From an optimization exercise on the open Yosys and OpenROAD flow, aimed at small area, a short achievable clock period and few clock cycles; shortcuts taken in it are not production practice.
No run shown here included a check of the RTL's function; only the layout flow was run.
No activity file was given, so power comes from the tool's default toggle rates.

$ cat flow/run.sh
#!/bin/bash
# Own layout flow: the standard synthesis unchanged, then the standard ORFS
# layout with sizing not tied to cell footprints, minimum-size port buffers,
# and a clock tree of smaller buffers without dummy loads.
set -euo pipefail
cd "$(dirname "$0")/.."
bash standard.sh synth > synth.log 2>&1
bash standard.sh \
  MATCH_CELL_FOOTPRINT=0 \
  "BUFFER_PORTS_ARGS=-buffer_cell sky130_fd_sc_hd__buf_1" \
  "CTS_ARGS=-sink_clustering_enable -repair_clock_nets -dont_use_dummy_load -buf_list sky130_fd_sc_hd__clkbuf_16 -sink_clustering_size 26 -sink_clustering_max_diameter 90" \
  finish > layout.log 2>&1
$ cat standard.sh
#!/bin/bash
# synth_recipe.tcl (not shown) runs the flow's synth.tcl, then flattens the netlist and writes it again
# the make line also repeats each setting of config.mk as NAME=value (left out here)
make -C /OpenROAD-flow-scripts/flow DESIGN_CONFIG=/design/flow/config.mk WORK_HOME=/design/flow/orfs CLKGATE_MAP_FILE= SYNTH_SCRIPT=/design/flow/synth_recipe.tcl "${@:-finish}"
$ cat config.mk
export PLATFORM = sky130hd
export DESIGN_NAME = icache_ctrl
export DESIGN_NICKNAME = icache_ctrl
export VERILOG_FILES = /design/flow/design.v
export SDC_FILE = /design/flow/constraint.sdc
export NUM_CORES = 4
export LEC_CHECK = 0
export CAP_MARGIN = 20
export CORE_MARGIN = 2
export CORE_UTILIZATION = 40
export SETUP_SLACK_MARGIN = 2.3
export SLEW_MARGIN = 20
export SYNTH_HIERARCHICAL = 1
$ cat constraint.sdc
create_clock -name core_clock -period 6.0 [get_ports {clk}]
set_input_delay 1.2000 -clock core_clock [delete_from_list [all_inputs] [get_ports {clk}]]
set_output_delay 1.2000 -clock core_clock [all_outputs]
set_load 0.01 [all_outputs]
$ cat design.v
module icache_ctrl #(
  parameter int unsigned LINES       = 16,
  parameter int unsigned MEM_LATENCY = 1
) (
  input  logic         clk,
  input  logic         reset,
  input  logic         pc_valid,
  input  logic [31:0]  pc,
  input  logic         flush,
  output logic [31:0]  inst,
  output logic         inst_valid,
  output logic         stall,
  output logic [31:0]  mem_address,
  input  logic [127:0] mem_dataline,
  output logic [31:0]  hit_count,
  output logic [31:0]  miss_count
);
  localparam int unsigned IDX   = $clog2(LINES);
  localparam int unsigned TAG_W = 28 - IDX;
  logic [27:0]        buf_line_q;     
  logic               buf_ok_q;       
  logic               cont_q;         
  logic               first_q;        
  logic               idx_eq_q;       
  logic               tag_miss_q;     
  logic [28:0]        carry;          
  logic [6:0]         line_ne;
  logic               buf_hit;
  logic               hit_en;
  logic               stall_en;
  logic               stall_hit;
  logic               served;
  logic               idx_eq;
  logic               next_lo;
  logic               lo_en;
  logic               idx_ne;
  logic [3:0]         next_hi;
  logic               req;
  logic               start;
  logic [31:0]        hit_count_q;
  logic [31:0]        miss_count_q;
  logic               miss_add_q;
  logic [32:0]        hit_carry;
  logic [32:0]        miss_carry;
  logic [31:0]        miss_sum;
  logic [LINES-1:0]   valid_q;
  logic [TAG_W-1:0]   tag_q [LINES];
  logic [IDX-1:0]     buf_idx;
  logic [TAG_W-1:0]   buf_tag;
  logic [TAG_W-1:0]   slot_tag;
  logic               slot_valid;
  logic [IDX-1:0]     buf_idx_n_q;    
  logic [TAG_W/4-1:0] buf_tag_ne;
  logic [TAG_W/4-1:0] pc_tag_ne;
  logic               buf_slot_hit;
  logic               pc_slot_hit;
  logic               buf_present;
  logic               pc_present;
  logic               new_miss;
  logic               fill;
  logic               fill_q;         
  logic [27:0]        fill_line_q;    
  logic               fill_same_q;    
  assign req     = pc_valid && !flush && !reset;
  assign start   = req && !cont_q;
  for (genvar g = 0; g < 7; g++) begin : g_line_ne
    icache_ctrl_ne4 u_ne (.a(pc[4+4*g +: 4]), .b(buf_line_q[4*g +: 4]), .ne(line_ne[g]));
  end
  assign hit_en  = buf_ok_q && pc_valid && !flush && !reset;
  assign stall_en = buf_ok_q && !flush;
  icache_ctrl_match u_match_iv (.ne(line_ne), .en(hit_en),   .match(inst_valid));
  icache_ctrl_match u_match_st (.ne(line_ne), .en(stall_en), .match(stall_hit));
  icache_ctrl_match u_match    (.ne(line_ne), .en(buf_ok_q), .match(buf_hit));
  assign stall      = pc_valid && !reset && !stall_hit;
  assign served     = req && buf_hit;         
  icache_ctrl_prefix #(28) u_carry (.a(buf_line_q), .p(carry));
  icache_ctrl_ne4 u_idx_ne (.a(pc[3+IDX:4]), .b(buf_line_q[IDX-1:0]), .ne(idx_ne));
  assign idx_eq  = !idx_ne;
  assign lo_en   = buf_ok_q && pc[3] && pc[2];
  icache_ctrl_nor2 u_next_lo (.a(idx_ne), .b(!lo_en), .y(next_lo));
  for (genvar g = 0; g < 4; g++) begin : g_next_hi
    icache_ctrl_all_ones u_next_hi (.en(buf_ok_q), .bits(pc[3+IDX:2]), .all(next_hi[g]));
  end
  always_comb begin
    mem_address[3:0] = 4'b0000;
    for (int i = 0; i < 28; i++)
      mem_address[4+i] = pc[4+i] ^ ((i < IDX) ? (next_lo && carry[i]) : (next_hi[(i-IDX)/6] && carry[i]));
  end
  assign buf_idx     = buf_line_q[IDX-1:0];
  assign buf_tag     = buf_line_q[27:IDX];
  assign slot_tag[TAG_W/2-1:0]     = tag_q[buf_idx][TAG_W/2-1:0];
  assign slot_tag[TAG_W-1:TAG_W/2] = tag_q[~buf_idx_n_q][TAG_W-1:TAG_W/2];
  assign slot_valid  = valid_q[buf_idx];
  for (genvar g = 0; g < TAG_W/4; g++) begin : g_tag_ne
    icache_ctrl_ne4 u_buf_ne (.a(slot_tag[4*g +: 4]), .b(buf_tag[4*g +: 4]),
                              .ne(buf_tag_ne[g]));
    icache_ctrl_ne4 u_pc_ne  (.a(slot_tag[4*g +: 4]), .b(pc[4+IDX+4*g +: 4]),
                              .ne(pc_tag_ne[g]));
  end
  icache_ctrl_match6 u_buf_match (.ne(buf_tag_ne), .en(slot_valid), .match(buf_slot_hit));
  icache_ctrl_match6 u_pc_match  (.ne(pc_tag_ne),  .en(slot_valid), .match(pc_slot_hit));
  assign buf_present = fill_same_q || buf_slot_hit;
  assign pc_present  = fill_same_q ? !(|line_ne[6:1]) : pc_slot_hit;
  assign new_miss = (start && buf_hit && !buf_present) ||
                    (first_q && (idx_eq_q ? tag_miss_q : !buf_present));
  assign fill = served && !buf_present;
  icache_ctrl_prefix #(32) u_hit_carry  (.a(hit_count_q),  .p(hit_carry));
  icache_ctrl_prefix #(32) u_miss_carry (.a(miss_count_q), .p(miss_carry));
  assign miss_sum = miss_count_q ^ ({32{miss_add_q && !miss_carry[32]}} & miss_carry[31:0]);
  assign hit_count  = hit_count_q;
  assign miss_count = miss_sum;
  always_comb begin
    case (pc[3:2])
      2'd0:    inst = mem_dataline[127:96];
      2'd1:    inst = mem_dataline[95:64];
      2'd2:    inst = mem_dataline[63:32];
      default: inst = mem_dataline[31:0];
    endcase
  end
  always_ff @(posedge clk or posedge reset) begin
    if (reset) begin
      buf_ok_q     <= 1'b0;
      cont_q       <= 1'b0;
      first_q      <= 1'b0;
      hit_count_q  <= 32'h0;
      miss_count_q <= 32'h0;
      miss_add_q   <= 1'b0;
      valid_q      <= '0;
      fill_q       <= 1'b0;
      fill_same_q  <= 1'b0;
    end else begin
      buf_ok_q <= !flush;
      cont_q   <= req && !buf_hit;
      first_q  <= start && !buf_hit;
      hit_count_q  <= hit_count_q ^ ({32{served && !hit_carry[32]}} & hit_carry[31:0]);
      miss_add_q   <= new_miss;
      miss_count_q <= miss_sum;
      fill_q <= fill;
      fill_same_q <= fill && !(pc[3] && pc[2]);
      if (flush)
        valid_q <= '0;
      else if (fill_q)
        valid_q[fill_line_q[IDX-1:0]] <= 1'b1;
    end
  end
  always_ff @(posedge clk) begin
    buf_line_q <= mem_address[31:4];
    buf_idx_n_q <= ~mem_address[3+IDX:4];
    idx_eq_q   <= idx_eq;
    tag_miss_q <= !pc_present;
    fill_line_q <= buf_line_q;
    if (fill_q)
      tag_q[fill_line_q[IDX-1:0]] <= fill_line_q[27:IDX];
  end
endmodule
module icache_ctrl_prefix #(
  parameter int unsigned N = 28
) (
  input  logic [N-1:0] a,
  output logic [N:0]   p
);
  localparam int unsigned G = (N + 3) / 4;
  logic [G-1:0] grp;        
  logic [G:0]   below;      
  for (genvar k = 0; k < G; k++) begin : g_grp
    localparam int unsigned W = (4*k + 4 <= N) ? 4 : N - 4*k;
    icache_ctrl_and #(W) u_g (.a(a[4*k +: W]), .y(grp[k]));
  end
  for (genvar k = 0; k <= G; k++) begin : g_below
    if (k == 0) begin : g_none
      assign below[k] = 1'b1;
    end else if (k == 1) begin : g_one
      assign below[k] = grp[0];
    end else if (k <= 4) begin : g_low
      icache_ctrl_and #(k) u_b (.a(grp[k-1:0]), .y(below[k]));
    end else begin : g_high
      logic high;
      if (k == 5) begin : g_h1
        assign high = grp[4];
      end else begin : g_hn
        icache_ctrl_and #(k-4) u_h (.a(grp[k-1:4]), .y(high));
      end
      icache_ctrl_and #(2) u_b (.a({below[4], high}), .y(below[k]));
    end
  end
  for (genvar i = 0; i <= N; i++) begin : g_p
    if (i % 4 == 0) begin : g_whole
      assign p[i] = below[i/4];
    end else if (i < 4) begin : g_first
      icache_ctrl_and #(i) u_p (.a(a[i-1:0]), .y(p[i]));
    end else begin : g_part
      icache_ctrl_and #(i % 4 + 1) u_p (.a({below[i/4], a[i-1:i-i%4]}), .y(p[i]));
    end
  end
endmodule
module icache_ctrl_and #(
  parameter int unsigned N = 2
) (
  input  logic [N-1:0] a,
  output logic         y
);
  assign y = &a;
endmodule
module icache_ctrl_all_ones (
  input  logic       en,
  input  logic [5:0] bits,
  output logic       all
);
  assign all = en && (&bits);
endmodule
module icache_ctrl_ne4 (
  input  logic [3:0] a,
  input  logic [3:0] b,
  output logic       ne
);
  assign ne = (a != b);
endmodule
module icache_ctrl_match (
  input  logic [6:0] ne,
  input  logic       en,
  output logic       match
);
  logic [3:0] none;
  icache_ctrl_nor2 u_n0 (.a(ne[0]), .b(ne[1]), .y(none[0]));
  icache_ctrl_nor2 u_n1 (.a(ne[2]), .b(ne[3]), .y(none[1]));
  icache_ctrl_nor2 u_n2 (.a(ne[4]), .b(ne[5]), .y(none[2]));
  icache_ctrl_nor2 u_n3 (.a(ne[6]), .b(!en),   .y(none[3]));
  icache_ctrl_and4 u_a  (.a(none), .y(match));
endmodule
module icache_ctrl_nor2 (
  input  logic a,
  input  logic b,
  output logic y
);
  assign y = !(a || b);
endmodule
module icache_ctrl_and4 (
  input  logic [3:0] a,
  output logic       y
);
  assign y = &a;
endmodule
module icache_ctrl_match6 (
  input  logic [5:0] ne,
  input  logic       en,
  output logic       match
);
  logic [3:0] none;
  icache_ctrl_nor2 u_n0 (.a(ne[0]), .b(ne[1]), .y(none[0]));
  icache_ctrl_nor2 u_n1 (.a(ne[2]), .b(ne[3]), .y(none[1]));
  icache_ctrl_nor2 u_n2 (.a(ne[4]), .b(ne[5]), .y(none[2]));
  assign none[3] = en;
  icache_ctrl_and4 u_a  (.a(none), .y(match));
endmodule
==> results.py, run 1 <==
metrics = {
    "job": {
        "cap_viol_max_count": 0,
    },
    "cts": {
        "cts.clk_slew.worst_paths_ns": 0.10,
        "clk_latency_ns": 0.59,
        "cts_sinks": 532,
        "postCtsHoldBufs": 0,
        "htreeDepth": 1,
        "cts-root-buf": "clkbuf_16",
        "cts_tree": "done",
        "numCtsBuffers": 26,
        "clockBufferDepth": 3,
    },
    "worst_hold_path": {
        "hold_class": "flop to flop",
        "min_path_cells": 0,
    },
    "setup_path": {
        "critPathMostFrequentCell": "buf_1",
        "max_stage_delay_ns": 0.31,
        "end_kind": "output pin",
        "cp_cell_sequence": "buf_1, xnor2_1, nand4_1, buf_4, nor2_1, and4_2, nor3b_2, buf_1",
        "cp_max_fo": 4,
        "crit_cells": 8,
        "r2r_cells": 11,
        "path_class": "input pin to output pin",
        "worstPathRequired_ns": 4.80,
        "arrival_ns": 2.49,
        "cp_slowest_cell": "and4_2",
        "critPathBufInv": 3,
        "start_kind": "input pin",
        "crit_family": "simple AND/OR/NAND/NOR gates",
    },
    "layout": {
        "fin_nets": 1852,
        "layout-drive-gt1-share_pct": 22.35,
        "fin_area_um2": 25910,
        "instances_no_fill": 2433,
        "area_growth_pct": 15.73,
        "fillCellCount": 4828,
    },
    "routing": {
        "wl_met1_um": 24970,
        "drc": 0,
        "routed-wl-met2_um": 29020,
        "wl_um": 59730,
        "wl_per_cell_um": 24.55,
        "vias": 13340,
        "drt_iter0_markers": 1054,
        "via_per_inst": 5.481,
        "dr.pass1.iters": 5,
        "antenna_violating_nets_post_route": 0,
        "dr_wl_met3_um": 4358,
        "topRoutingLayerUsed": "met4",
    },
    "sta": {
        "final.period_utilization_pct": 61.46,
        "fin_tns_setup_ns": 0,
        "hold_ws_ns": 0.3898,
        "slew_violations": 0,
        "final.min_clock_period_ns": 3.687,
        "relSlewSlack_pct": 36.48,
        "fmaxAchievable_ghz": 0.2712,
        "setup-violations-final": 0,
        "rsz0062_at_grt": "yes",
        "tightest_slew_ns": 0.9486,
        "hold_violations": 0,
        "clock-skew-final_ns": 0.05021,
    },
    "logic_synthesis": {
        "ys.warnings.count": 7,
        "netlist_area_um2": 22390,
        "avgSynthCellArea_um2": 16.40,
        "postSynthCellCount": 1365,
    },
    "place": {
        "placed_cells": 2365,
        "numPortBuffers": 287,
        "place_congestion": 0.7848,
        "placed_area_um2": 24360,
        "hpwl_um": 37340,
    },
    "grt": {
        "grt_pass1_wl_um": 84710,
        "grt_pass1_vias": 13090,
        "grt_overflow": 0,
        "grt_max_degree": 58,
        "grt_antenna_before_repair": 5,
        "grtUsageTotal_pct": 20.03,
    },
    "floorplan": {
        "coreArea_um2": 55200,
        "chipHeight_um": 240.6,
        "io_pins": 294,
        "row_count": 86,
        "die-area_um2": 57880,
        "die_w_um": 240.6,
        "start_util_pct": 40.56,
    },
    "power": {
        "ir_worst_vdd_mv": 0.1853,
        "power.total_mw": 6.504,
        "leakagePower_nw": 8.868,
        "p_per_area_nw_per_um2": 251.0,
    },
    "outcome": {
        "status": "complete, no violations",
    },
}
==> layer usage <==
| layer | vias to the layer above | track usage [%] |
|---|---|---|
| met5 | - | 0 |
| met4 | 0 | 5.534 |
| met3 | 64 | 2.871 |
| met2 | 516 | 33.67 |
| met1 | 6930 | 27.35 |
| li1 | 5825 | - |
==> worst register-to-register path: cells and delay by family, from the launching register on <==
kind            cells  cell delay (ns)
simple gates        5             1.01
flops               1             0.66
mux                 1             0.56
compound gates      3             0.54
buf+inv             1             0.32
xor+xnor            1             0.17
==> final timing paths <==
| check | end | slack, ns | from |
|---|---|---|---|
| max reg2reg | miss_add_q | 2.63 | buf_idx_n_q[0] |
| max in group asynchronous | hit_count_q[5] | 4.24 | reset |
| min in group asynchronous | miss_count_q[24] | 0.82 | reset |
| min | fill_line_q[4] | 0.39 | buf_line_q[4] |
| max | stall | 2.31 | pc[25] |
| min reg2reg | fill_line_q[4] | 0.39 | buf_line_q[4] |
==> flip-flops by register name, indices dropped and copies added (netlist names) <==
name          cells
cont_q            1
miss_add_q        1
idx_eq_q          1
fill_q            1
buf_line_q       28
first_q           1
buf_ok_q          1
miss_count_q     32
tag_miss_q        1
buf_idx_n_q       4
hit_count_q      32
tag_q           384
fill_same_q       1
valid_q          16
fill_line_q      28
==> what timing repair did <==
action,4_1_cts,5_1_grt
setup endpoints to repair,96,71
resized for setup,107,79
pin swaps,9,9
cloned,4,1
setup buffers,19,13
==> power breakdown <==
| part | switching [mW] | leakage (nW) | total (mW) | internal, mW |
|---|---|---|---|---|
| Combinational | 0.299 | 3.39 | 0.579 | 0.280 |
| Clock | 1.09 | 0.320 | 1.86 | 0.774 |
| Sequential | 0.0856 | 5.16 | 4.06 | 3.98 |
| Total | 1.47 | 8.87 | 6.50 | 5.03 |
==> cell usage in the layout (no fill, tap or decap), types with 7 or more instances in the layout <==
master / count
a21oi_1: 12
a22oi_1: 50
and2_1: 38
and3_1: 29
and4_1: 45
buf_1: 235
buf_2: 8
buf_4: 49
buf_6: 7
clkbuf_16: 28
clkbuf_2: 36
conb_1: 7
dfrtp_1: 83
dfxtp_1: 46
dfxtp_2: 9
dfxtp_4: 7
edfxtp_1: 384
inv_1: 13
mux4_2: 132
nand2_1: 119
nand4_1: 24
nor2_1: 40
nor2_2: 13
xnor2_1: 138
xnor2_2: 33
==> area by class of cell <==
cell class / count / area [µm²] / area share [%]
sequential: 532 / 14970 / 57.76
multi-input combinational: 757 / 7491 / 28.91
timing repair buffer: 350 / 1787 / 6.896
tap: 748 / 935.9 / 3.612
clock buffer: 26 / 650.6 / 2.511
inverter: 15 / 60.06 / 0.2318
timing repair inverter: 2 / 12.51 / 0.04829
antenna: 3 / 7.507 / 0.02897
==> metrics by stage <==
| stage | setup slack [ns] | utilization (%) |
|---|---|---|
| global route | 2.226 | 46.94 |
| detailed placement | 1.359 | 44.13 |
| global placement | 1.382 | 44.06 |
| floorplan | 1.780 | - |
| CTS | 2.285 | 46.16 |
| finish | 2.313 | 46.94 |
==> inputs of run 2 (changes only) <==
--- a/design.v
+++ b/design.v
@@ -85,5 +85,6 @@
     mem_address[3:0] = 4'b0000;
     for (int i = 0; i < 28; i++)
-      mem_address[4+i] = pc[4+i] ^ ((i < IDX) ? (next_lo && carry[i]) : (next_hi[(i-IDX)/6] && carry[i]));
+      mem_address[4+i] = (i < IDX) ? (next_lo ? buf_line_q[i] ^ carry[i] : pc[4+i])
+                                   : pc[4+i] ^ (next_hi[(i-IDX)/6] && carry[i]);
   end
   assign buf_idx     = buf_line_q[IDX-1:0];
@@ -162,33 +163,47 @@
   localparam int unsigned G = (N + 3) / 4;
   logic [G-1:0] grp;        
-  logic [G:0]   below;      
+  logic [4:0]   low;        
   for (genvar k = 0; k < G; k++) begin : g_grp
     localparam int unsigned W = (4*k + 4 <= N) ? 4 : N - 4*k;
     icache_ctrl_and #(W) u_g (.a(a[4*k +: W]), .y(grp[k]));
   end
-  for (genvar k = 0; k <= G; k++) begin : g_below
-    if (k == 0) begin : g_none
-      assign below[k] = 1'b1;
-    end else if (k == 1) begin : g_one
-      assign below[k] = grp[0];
-    end else if (k <= 4) begin : g_low
-      icache_ctrl_and #(k) u_b (.a(grp[k-1:0]), .y(below[k]));
+  assign low[0] = 1'b1;
+  assign low[1] = grp[0];
+  for (genvar k = 2; k <= 4; k++) begin : g_low
+    if (k <= G) begin : g_l
+      icache_ctrl_and #(k) u_l (.a(grp[k-1:0]), .y(low[k]));
+    end else begin : g_z
+      assign low[k] = 1'b0;
+    end
+  end
+  for (genvar i = 0; i <= N; i++) begin : g_p
+    localparam int unsigned K = i / 4;
+    localparam int unsigned J = i % 4;
+    if (i == 0) begin : g_zero
+      assign p[i] = 1'b1;
+    end else if (K == 0) begin : g_first
+      icache_ctrl_and #(J) u_p (.a(a[J-1:0]), .y(p[i]));
+    end else if (K <= 4 && J == 0) begin : g_low_whole
+      assign p[i] = low[K];
+    end else if (K <= 4) begin : g_low_part
+      icache_ctrl_and #(J + 1) u_p (.a({low[K], a[i-1:i-J]}), .y(p[i]));
     end else begin : g_high
+      localparam int unsigned M = K - 4 + J;
       logic high;
-      if (k == 5) begin : g_h1
+      if (M == 1 && J == 0) begin : g_h1
         assign high = grp[4];
-      end else begin : g_hn
-        icache_ctrl_and #(k-4) u_h (.a(grp[k-1:4]), .y(high));
+      end else if (M <= 4) begin : g_h
+        if (J == 0) begin : g_hw
+          icache_ctrl_and #(M) u_h (.a(grp[K-1:4]), .y(high));
+        end else begin : g_hp
+          icache_ctrl_and #(M) u_h (.a({grp[K-1:4], a[i-1:i-J]}), .y(high));
+        end
+      end else begin : g_h2
+        logic hg, hb;
+        icache_ctrl_and #(K - 4) u_hg (.a(grp[K-1:4]), .y(hg));
+        icache_ctrl_and #(J)     u_hb (.a(a[i-1:i-J]), .y(hb));
+        icache_ctrl_and #(2)     u_h  (.a({hg, hb}), .y(high));
       end
-      icache_ctrl_and #(2) u_b (.a({below[4], high}), .y(below[k]));
-    end
-  end
-  for (genvar i = 0; i <= N; i++) begin : g_p
-    if (i % 4 == 0) begin : g_whole
-      assign p[i] = below[i/4];
-    end else if (i < 4) begin : g_first
-      icache_ctrl_and #(i) u_p (.a(a[i-1:0]), .y(p[i]));
-    end else begin : g_part
-      icache_ctrl_and #(i % 4 + 1) u_p (.a({below[i/4], a[i-1:i-i%4]}), .y(p[i]));
+      icache_ctrl_and #(2) u_p (.a({low[4], high}), .y(p[i]));
     end
   end
--- a/flow/run.sh
+++ b/flow/run.sh
@@ -9,4 +9,4 @@
   MATCH_CELL_FOOTPRINT=0 \
   "BUFFER_PORTS_ARGS=-buffer_cell sky130_fd_sc_hd__buf_1" \
-  "CTS_ARGS=-sink_clustering_enable -repair_clock_nets -dont_use_dummy_load -buf_list sky130_fd_sc_hd__clkbuf_16 -sink_clustering_size 26 -sink_clustering_max_diameter 90" \
+  "CTS_ARGS=-sink_clustering_enable -repair_clock_nets -dont_use_dummy_load -buf_list sky130_fd_sc_hd__clkbuf_16 -sink_clustering_size 22 -sink_clustering_max_diameter 80" \
   finish > layout.log 2>&1
--- a/config.mk
+++ b/config.mk
@@ -9,5 +9,5 @@
 export CORE_MARGIN = 2
 export CORE_UTILIZATION = 40
-export SETUP_SLACK_MARGIN = 2.3
+export SETUP_SLACK_MARGIN = 2.5
 export SLEW_MARGIN = 20
 export SYNTH_HIERARCHICAL = 1
==> run 2 against run 1 <==
Still clean. Combinational power grew 24%. Sequential cell count is the same. Maximum frequency is essentially flat. Sequential share of layout area shrank 4.2 points. Routed wire length grew 6.7%. Cell area grew 8.0%. Largest power group unchanged.
==> results.py, run 2 <==
metrics = {
    "sta": {
        "fmaxAchievable_ghz": 0.2711,
        "hold_violations": 0,
        "fin_tns_setup_ns": 0,
        "tightest_slew_ns": 0.9692,
        "clock-skew-final_ns": 0.03354,
        "final.min_clock_period_ns": 3.689,
        "rsz0062_at_grt": "yes",
        "setup-violations-final": 0,
        "slew_violations": 0,
        "relSlewSlack_pct": 35.09,
        "final.period_utilization_pct": 61.48,
    },
    "layout": {
        "final_cell_mix": "384 x edfxtp_1, 196 x buf_1, 134 x buf_4",
        "area_growth_pct": 23.53,
        "layout-drive-gt1-share_pct": 33.13,
        "fillCellCount": 4734,
        "fin_nets": 1996,
        "instances_no_fill": 2583,
        "largest_reg_flops": 384,
        "final_common_cell": "edfxtp_1",
        "final_util_pct": 49.82,
    },
    "setup_path": {
        "r2r_cells": 25,
        "cp_max_fo": 7,
        "cp_slowest_cell": "buf_4",
        "max_stage_delay_ns": 0.17,
        "worstPathRequired_ns": 6.57,
        "path_class": "input pin to flop",
        "start_kind": "input pin",
        "arrival_ns": 4.25,
        "critPathMostFrequentCell": "buf_4",
        "reg2reg_setup_slack_ns": 2.37,
        "r2r_start": "buf_line_q[0]",
        "end_kind": "flop",
        "r2r_end": "idx_eq_q",
    },
    "routing": {
        "dr.pass1.iters": 5,
        "drt_iter0_markers": 1161,
        "wl_per_cell_um": 24.69,
        "antenna_violating_nets_post_route": 0,
        "drc": 0,
        "wl_um": 63760,
        "via_per_inst": 5.509,
        "vias": 14230,
    },
    "floorplan": {
        "io_pins": 294,
        "chipHeight_um": 242.0,
        "row_count": 87,
        "coreArea_um2": 56170,
        "die-area_um2": 58550,
        "die_w_um": 242.0,
        "start_util_pct": 40.33,
    },
    "grt": {
        "grtUsageTotal_pct": 20.92,
        "grt_pass1_vias": 14040,
        "grt_max_degree": 82,
        "grt_overflow": 0,
        "grt_pass1_wl_um": 91090,
        "grt_antenna_before_repair": 2,
    },
    "cts": {
        "cts.clk_slew.worst_paths_ns": 0.09,
        "clk_latency_ns": 0.61,
        "cts-root-buf": "clkbuf_16",
        "htreeDepth": 1,
        "postCtsHoldBufs": 0,
        "cts_sinks": 532,
        "cts_tree": "done",
        "numCtsBuffers": 30,
        "clockBufferDepth": 3,
    },
    "place": {
        "hpwl_um": 38670,
        "numPortBuffers": 287,
        "place_congestion": 0.9852,
        "placed_cells": 2413,
    },
    "power": {
        "seqPwrFrac_pct": 59.7,
        "leakagePower_nw": 10.33,
        "p_comb_share_pct": 10.6,
        "ir_worst_vdd_mv": 0.1743,
        "intPower_mw": 5.218,
        "power_frac_clock_pct": 29.7,
        "swShare_pct": 23.04,
        "p_per_area_nw_per_um2": 242.3,
        "switchingPower_mw": 1.562,
    },
    "worst_hold_path": {
        "min_path_cells": 0,
        "min-delay-start": "buf_line_q[15]",
        "hold_class": "flop to flop",
        "hold_end": "fill_line_q[15]",
    },
    "logic_synthesis": {
        "netlist_area_um2": 22650,
        "ys.warnings.count": 7,
        "avgSynthCellArea_um2": 16.09,
        "postSynthCellCount": 1408,
    },
    "outcome": {
        "status": "complete, no violations",
    },
    "job": {
        "cap_viol_max_count": 0,
    },
}
[run 2: power by group through the flow]
stage          registers, mW  logic, mW  clock network, mW
3_3_place_gp            4.15      0.511                  0
3_5_place_dp            4.16      0.517                  0
2_1_floorplan           4.10      0.376                  0
5_1_grt                 4.06      0.759               2.18
4_1_cts                 4.05      0.660               2.05
6_report                4.05      0.719               2.01
[run 2: layout make-up]
type | count | area (µm²) | area share [%]
flip-flops and latches | 532 | 14990 | 53.58
multi-input cells | 799 | 8313 | 29.71
repair buffers | 450 | 2919 | 10.43
well taps | 756 | 945.9 | 3.380
clock buffers | 30 | 750.7 | 2.683
inverters | 15 | 60.06 | 0.2146
diodes | 1 | 2.502 | 0.008942
[run 2: metal layers]
metal / up-vias / GRT usage, % / wire, µm
met1: 7333 / 27.15 / 25720
met4: 0 / 9.441 / 3058
met5: - / 0 / 0
met3: 111 / 3.611 / 4389
met2: 600 / 34.60 / 30600
li1: 6185 / - / -
[run 2: how the worst max path moves through the flow]
stage,start,to,slack (ns),depth (start not counted)
floorplan,reset,inst_valid,1.78,6
global placement,pc[2],mem_address[5],1.57,7
detailed placement,pc[2],mem_address[5],1.57,7
CTS,buf_line_q[17],mem_address[31],2.43,7
global route,miss_count_q[11],miss_count[21],2.30,8
finish,pc[4],idx_eq_q,2.31,25
[run 2: what timing repair did]
action | 4_1_cts | 5_1_grt
resized for setup | 362 | 107
pin swaps | 50 | 47
setup endpoints to repair | 97 | 71
gates cloned | 4 | 1
setup buffers | 93 | 41
[run 2: worst max-delay path: cells and delay by family]
family	cells	cell delay, ns
xor+xnor	1	0.16
buf+inv	23	2.72
simple gates	1	0.16
[run 2: metrics by stage]
step / total power [mW] / setup WS, ns / hold WS (ns) / cell area [µm²]
floorplan: 4.479 / 1.780 / 0.3748 / 22700
global placement: 4.662 / 1.570 / 0.4006 / 24600
detailed placement: 4.674 / 1.574 / 0.3971 / 24630
CTS: 6.769 / 2.431 / 0.4065 / 27180
global route: 6.997 / 2.302 / 0.4130 / 27980
finish: 6.781 / 2.312 / 0.3995 / 27980
==> inputs of run 3 (changes only) <==
--- a/config.mk
+++ b/config.mk
@@ -9,5 +9,5 @@
 export CORE_MARGIN = 2
 export CORE_UTILIZATION = 40
-export SETUP_SLACK_MARGIN = 2.5
+export SETUP_SLACK_MARGIN = 2.3
 export SLEW_MARGIN = 20
 export SYNTH_HIERARCHICAL = 1
==> run 3 against run 2 <==
Still clean. Power down 1.6%. First-iteration DRC count grew 6.6%. Clock skew up 0.028 ns. Hold slack better by 0.0063 ns. Routed wire length decreased by 6.1%. Sequential cell count unchanged. Combinational power down 21%. Critical path depth decreased by 17. Area after synthesis did not move. Critical path type is now input pin to output pin.
==> results.py, run 3 <==
metrics = {
    "place": {
        "numPortBuffers": 287,
        "pre_cts_ws_ns": 1.470,
        "place_congestion": 0.8903,
        "hpwl_um": 38190,
        "placed_cells": 2416,
    },
    "sta": {
        "tightest_slew_ns": 1.078,
        "setup-violations-final": 0,
        "slew_violations": 0,
        "fin_ws_ns": 2.296,
        "relSlewSlack_pct": 28.04,
        "final.min_clock_period_ns": 3.704,
        "rsz0062_at_grt": "yes",
        "final.period_utilization_pct": 61.74,
        "hold_ws_ns": 0.4058,
        "fin_tns_setup_ns": 0,
        "hold_violations": 0,
        "fmaxAchievable_ghz": 0.2699,
        "clock-skew-final_ns": 0.06200,
    },
    "logic_synthesis": {
        "postSynthCellCount": 1408,
        "ys.warnings.count": 7,
        "netlist_area_um2": 22650,
        "avgSynthCellArea_um2": 16.09,
    },
    "cts": {
        "cts_tree": "done",
        "numCtsBuffers": 31,
        "htreeDepth": 1,
        "clk_latency_ns": 0.61,
        "cts-root-buf": "clkbuf_16",
        "cts.clk_slew.worst_paths_ns": 0.06,
        "clockBufferDepth": 3,
        "cts_sinks": 532,
    },
    "layout": {
        "fin_nets": 1910,
        "largest_reg_flops": 384,
        "instances_no_fill": 2500,
        "final_cell_mix": "384 x edfxtp_1, 243 x buf_1, 153 x xnor2_1",
        "final_common_cell": "edfxtp_1",
        "area_growth_pct": 16.06,
        "layout-drive-gt1-share_pct": 20.92,
    },
    "power": {
        "leakagePower_nw": 9.016,
        "power.total_mw": 6.669,
        "seqPwrFrac_pct": 60.9,
        "power_frac_clock_pct": 30.6,
        "switchingPower_mw": 1.516,
        "ir_worst_vdd_mv": 0.2227,
        "swShare_pct": 22.73,
        "intPower_mw": 5.154,
        "p_per_area_nw_per_um2": 253.7,
        "p_comb_share_pct": 8.5,
    },
    "setup_path": {
        "start_kind": "input pin",
        "startpoint": "pc[5]",
        "path_class": "input pin to output pin",
        "worstPathRequired_ns": 4.80,
        "cp_max_fo": 7,
        "end_kind": "output pin",
        "arrival_ns": 2.50,
        "r2r_start": "buf_idx_n_q[0]",
    },
    "floorplan": {
        "die-area_um2": 58550,
        "coreArea_um2": 56170,
        "row_count": 87,
        "io_pins": 294,
        "start_util_pct": 40.33,
        "chipHeight_um": 242.0,
        "die_w_um": 242.0,
    },
    "routing": {
        "wl_per_cell_um": 23.94,
        "vias": 13610,
        "via_per_inst": 5.444,
        "drc": 0,
        "wl_um": 59850,
        "dr.pass1.iters": 5,
        "antenna_violating_nets_post_route": 0,
        "drt_iter0_markers": 1238,
    },
    "outcome": {
        "status": "complete, no violations",
    },
    "grt": {
        "grt_overflow": 0,
        "grt_max_degree": 74,
        "grtUsageTotal_pct": 19.78,
        "grt_pass1_vias": 13460,
        "grt_pass1_wl_um": 87110,
        "grt_antenna_before_repair": 8,
    },
    "job": {
        "cap_viol_max_count": 0,
    },
    "worst_hold_path": {
        "min-delay-start": "buf_line_q[10]",
        "hold_class": "flop to flop",
    },
}
[run 3: area by class of cell]
class | count | area (µm²)
diodes | 4 | 10.01
clock buffers | 31 | 775.7
fillers | 4962 | 29880
inverters | 15 | 60.06
multi-input cells | 799 | 7635
flip-flops and latches | 532 | 14950
well taps | 756 | 945.9
repair buffers | 363 | 1914
[run 3: path summary, 6_finish.rpt]
check	end	slack (ns)	depth (start not counted)
worst max-delay path	mem_address[7]	2.30	8
worst min-delay path	fill_line_q[10]	0.41	0
worst max register to register	miss_add_q	2.59	10
worst min register to register	fill_line_q[10]	0.41	0
max in group asynchronous	miss_count_q[24]	4.22	5
min in group asynchronous	cont_q	0.79	3
[run 3: power by group through the flow]
stage               Clock, mW  Combinational [mW]  Sequential, mW
global placement            0               0.510            4.15
global route             2.23               0.609            4.07
floorplan                   0               0.374            4.10
finish                   2.04               0.567            4.06
CTS                      2.10               0.546            4.07
detailed placement          0               0.515            4.15
[run 3: repair_timing]
item,4_1_cts,5_1_grt
endpoints found under the setup margin,96,60
gates resized for setup,90,54
cloned,1,1
setup buffers,27,18
hold buffers,0,0
pin swaps,10,10
[run 3: through the flow]
step / util, % / area [µm²]
final: 46.81 / 26290
after global routing: 46.81 / 26290
after CTS: 46.13 / 25910
after detailed placement: 43.83 / 24620
after global placement: 43.82 / 24610
after floorplan: - / 22680
[run 3: layer usage]
layer | vias to the layer above | track usage, % | share of wire [%]
li1 | 6001 | - | -
met1 | 7002 | 25.75 | 41
met2 | 503 | 33.92 | 49
met3 | 100 | 3.301 | 6.7
met4 | 4 | 6.264 | 3.2
met5 | - | 0 | 0.038
[run 3: critical path: stages]
cell	delay [ns]
clkbuf_2	0.18
xnor2_2	0.17
nand4_1	0.19
nor2_4	0.07
buf_4	0.13
buf_4	0.13
a21oi_2	0.22
buf_4	0.20
==> inputs of run 4 (changes only) <==
--- a/flow/run.sh
+++ b/flow/run.sh
@@ -9,4 +9,4 @@
   MATCH_CELL_FOOTPRINT=0 \
   "BUFFER_PORTS_ARGS=-buffer_cell sky130_fd_sc_hd__buf_1" \
-  "CTS_ARGS=-sink_clustering_enable -repair_clock_nets -dont_use_dummy_load -buf_list sky130_fd_sc_hd__clkbuf_16 -sink_clustering_size 22 -sink_clustering_max_diameter 80" \
+  "CTS_ARGS=-sink_clustering_enable -repair_clock_nets -dont_use_dummy_load -buf_list sky130_fd_sc_hd__clkbuf_16 -sink_clustering_size 26 -sink_clustering_max_diameter 90" \
   finish > layout.log 2>&1
==> run 4 against run 3 <==
Critical endpoint is now stall. Maximum frequency decreased by 0.21%. Worst setup slack got worse by 0.0079 ns. Hold slack improved by 0.0058 ns. Highest routed layer unchanged. Sequential cell count unchanged. Clock skew increased by 0.033 ns. Sequential power about the same. Largest power group unchanged. Cell area decreased by 0.20%. Area after synthesis unchanged. Sequential share of layout area increased by 0.14 points. Power decreased by 1.6%.
==> results.py, run 4 <==
metrics = {
    "sta": {
        "clock-skew-final_ns": 0.09499,
        "relSlewSlack_pct": 32.15,
        "hold_ws_ns": 0.4116,
        "tightest_slew_ns": 1.013,
        "fin_tns_setup_ns": 0,
        "setup-violations-final": 0,
        "fmaxAchievable_ghz": 0.2694,
        "slew_violations": 0,
        "fin_ws_ns": 2.288,
        "rsz0062_at_grt": "yes",
        "hold_violations": 0,
        "final.min_clock_period_ns": 3.712,
        "final.period_utilization_pct": 61.87,
    },
    "setup_path": {
        "r2r_end": "miss_add_q",
        "worstPathRequired_ns": 4.80,
        "cp_max_fo": 3,
        "start_kind": "input pin",
        "end_kind": "output pin",
        "r2r_cells": 10,
        "arrival_ns": 2.51,
        "path_class": "input pin to output pin",
        "r2r_start": "buf_idx_n_q[1]",
        "reg2reg_setup_slack_ns": 2.57,
    },
    "cts": {
        "postCtsHoldBufs": 0,
        "cts-root-buf": "clkbuf_16",
        "numCtsBuffers": 27,
        "clockBufferDepth": 3,
        "cts_tree": "done",
        "cts_sinks": 532,
        "htreeDepth": 1,
        "cts.clk_slew.worst_paths_ns": 0.09,
        "clk_latency_ns": 0.64,
    },
    "floorplan": {
        "die_w_um": 242.0,
        "row_count": 87,
        "coreArea_um2": 56170,
        "die-area_um2": 58550,
        "io_pins": 294,
        "start_util_pct": 40.33,
        "chipHeight_um": 242.0,
    },
    "grt": {
        "grtUsageTotal_pct": 19.83,
        "grt_pass1_vias": 13480,
        "grt_max_degree": 74,
        "grt_pass1_wl_um": 87310,
        "grt_overflow": 0,
        "grt_antenna_before_repair": 8,
    },
    "layout": {
        "final_common_cell": "edfxtp_1",
        "fin_nets": 1905,
        "final_util_pct": 46.72,
        "instances_no_fill": 2493,
        "fin_area_um2": 26240,
        "final_cell_mix": "384 x edfxtp_1, 243 x buf_1, 146 x xnor2_1",
        "largest_reg_flops": 384,
        "layout-drive-gt1-share_pct": 21.15,
        "area_growth_pct": 15.83,
    },
    "job": {
        "cap_viol_max_count": 0,
    },
    "logic_synthesis": {
        "netlist_area_um2": 22650,
        "postSynthCellCount": 1408,
        "avgSynthCellArea_um2": 16.09,
        "ys.warnings.count": 7,
    },
    "routing": {
        "drt_iter0_markers": 1300,
        "wl_per_cell_um": 24.28,
        "drc": 0,
        "antenna_violating_nets_post_route": 0,
        "via_per_inst": 5.509,
        "wl_um": 60530,
        "vias": 13740,
        "dr.pass1.iters": 5,
    },
    "worst_hold_path": {
        "hold_end": "fill_line_q[10]",
        "min-delay-start": "buf_line_q[10]",
        "hold_class": "flop to flop",
        "min_path_cells": 0,
    },
    "power": {
        "ir_worst_vdd_mv": 0.2298,
        "power.total_mw": 6.563,
        "p_per_area_nw_per_um2": 250.1,
        "leakagePower_nw": 9.016,
    },
    "place": {
        "pre_cts_ws_ns": 1.470,
        "numPortBuffers": 287,
        "placed_area_um2": 24620,
        "placed_cells": 2416,
        "hpwl_um": 38190,
        "place_congestion": 0.8903,
    },
    "outcome": {
        "status": "complete, no violations",
    },
}
==> run 4: cell count changes in the layout (fill, tap and decap cells not counted), moves of 2 or more <==
cell       delta
and4_4        -2
diode_2       -2
xnor2_2       +7
clkbuf_16     -2
dfxtp_1       -3
dfxtp_2       +2
xnor2_1       -7
and4_1        +2
buf_4         -2
==> run 4: where the power goes <==
group | switching [mW] | internal (mW)
clock network | 1.11 | 0.800
logic | 0.310 | 0.283
registers | 0.0838 | 3.97
total | 1.50 | 5.06
==> run 4: critical path, cell delays in order <==
cell and delay, ns:
buf_1 0.19, xnor2_1 0.14, nand4_1 0.30, nor2_1 0.17, and4_2 0.30, nor3b_2 0.06, clkbuf_2 0.14
==> run 4: area by class of cell <==
class / count / area (µm²)
Sequential cell: 532 / 14960
Fill cell: 4940 / 29930
Antenna cell: 2 / 5.005
Clock buffer: 27 / 675.6
Timing Repair Buffer: 362 / 1914
Inverter: 15 / 60.06
Multi-Input combinational cell: 799 / 7681
Tap cell: 756 / 945.9
==> run 4: worst max path at each step <==
stage                  startpoint              end  slack, ns  cells past startpoint
finish                     pc[17]            stall       2.29                      7
global placement            pc[2]  mem_address[12]       1.49                      6
global route               pc[23]            stall       2.24                      7
floorplan                   reset       inst_valid       1.78                      6
CTS                 buf_line_q[9]  mem_address[22]       2.26                      6
detailed placement          pc[2]  mem_address[15]       1.47                      6
==> run 4: repair_timing <==
| item | 4_1_cts | 5_1_grt |
|---|---|---|
| endpoints found under the setup margin | 96 | 58 |
| gates resized for setup | 89 | 64 |
| setup buffers | 27 | 17 |
| pin swaps | 10 | 9 |
| gates cloned | 1 | 2 |
==> run 4: metal layers <==
| metal | share of wire, % | up-vias | global-route usage, % |
|---|---|---|---|
| met5 | 0.051 | - | 0 |
| met1 | 40 | 7108 | 25.86 |
| met3 | 6.7 | 88 | 3.301 |
| li1 | - | 5984 | - |
| met2 | 50 | 549 | 34.38 |
| met4 | 2.8 | 6 | 5.374 |

separate check: timing with driven ports:
The results above use ideal ports. As a check the final layouts listed here were re-extracted and re-timed, cells and wires unchanged. Step 1 sets driving cells, clkbuf_16 on the clock port and buf_2 on the other inputs (assumed; they add their load-dependent delay and slew). Step 2, shift: input delay + t, output delay - t, t = (earliest + latest rising clock arrival at the registers) / 2. This alone moves slack from input paths to output paths. Slacks: no drivers / after step 1 / after step 2; pairs: no drivers / after step 1.
run	shift t [ns]	slack for setup (ns)	clock arrival spread, ns	worst slew at a driven data input, ns
run 1	0.621	2.313 / 2.290 / 2.282	0.050 / 0.050	0.15
run 2	0.651	2.312 / 2.259 / 1.642	0.041 / 0.041	0.14
run 3	0.641	2.296 / 2.273 / 2.230	0.062 / 0.062	0.17
run 4	0.648	2.288 / 2.264 / 2.128	0.095 / 0.095	0.14
After both steps every run listed still meets setup and hold. For run 2, which loses most, drivers alone change the setup slack by -0.053 ns; drivers and shift together by -0.670 ns.
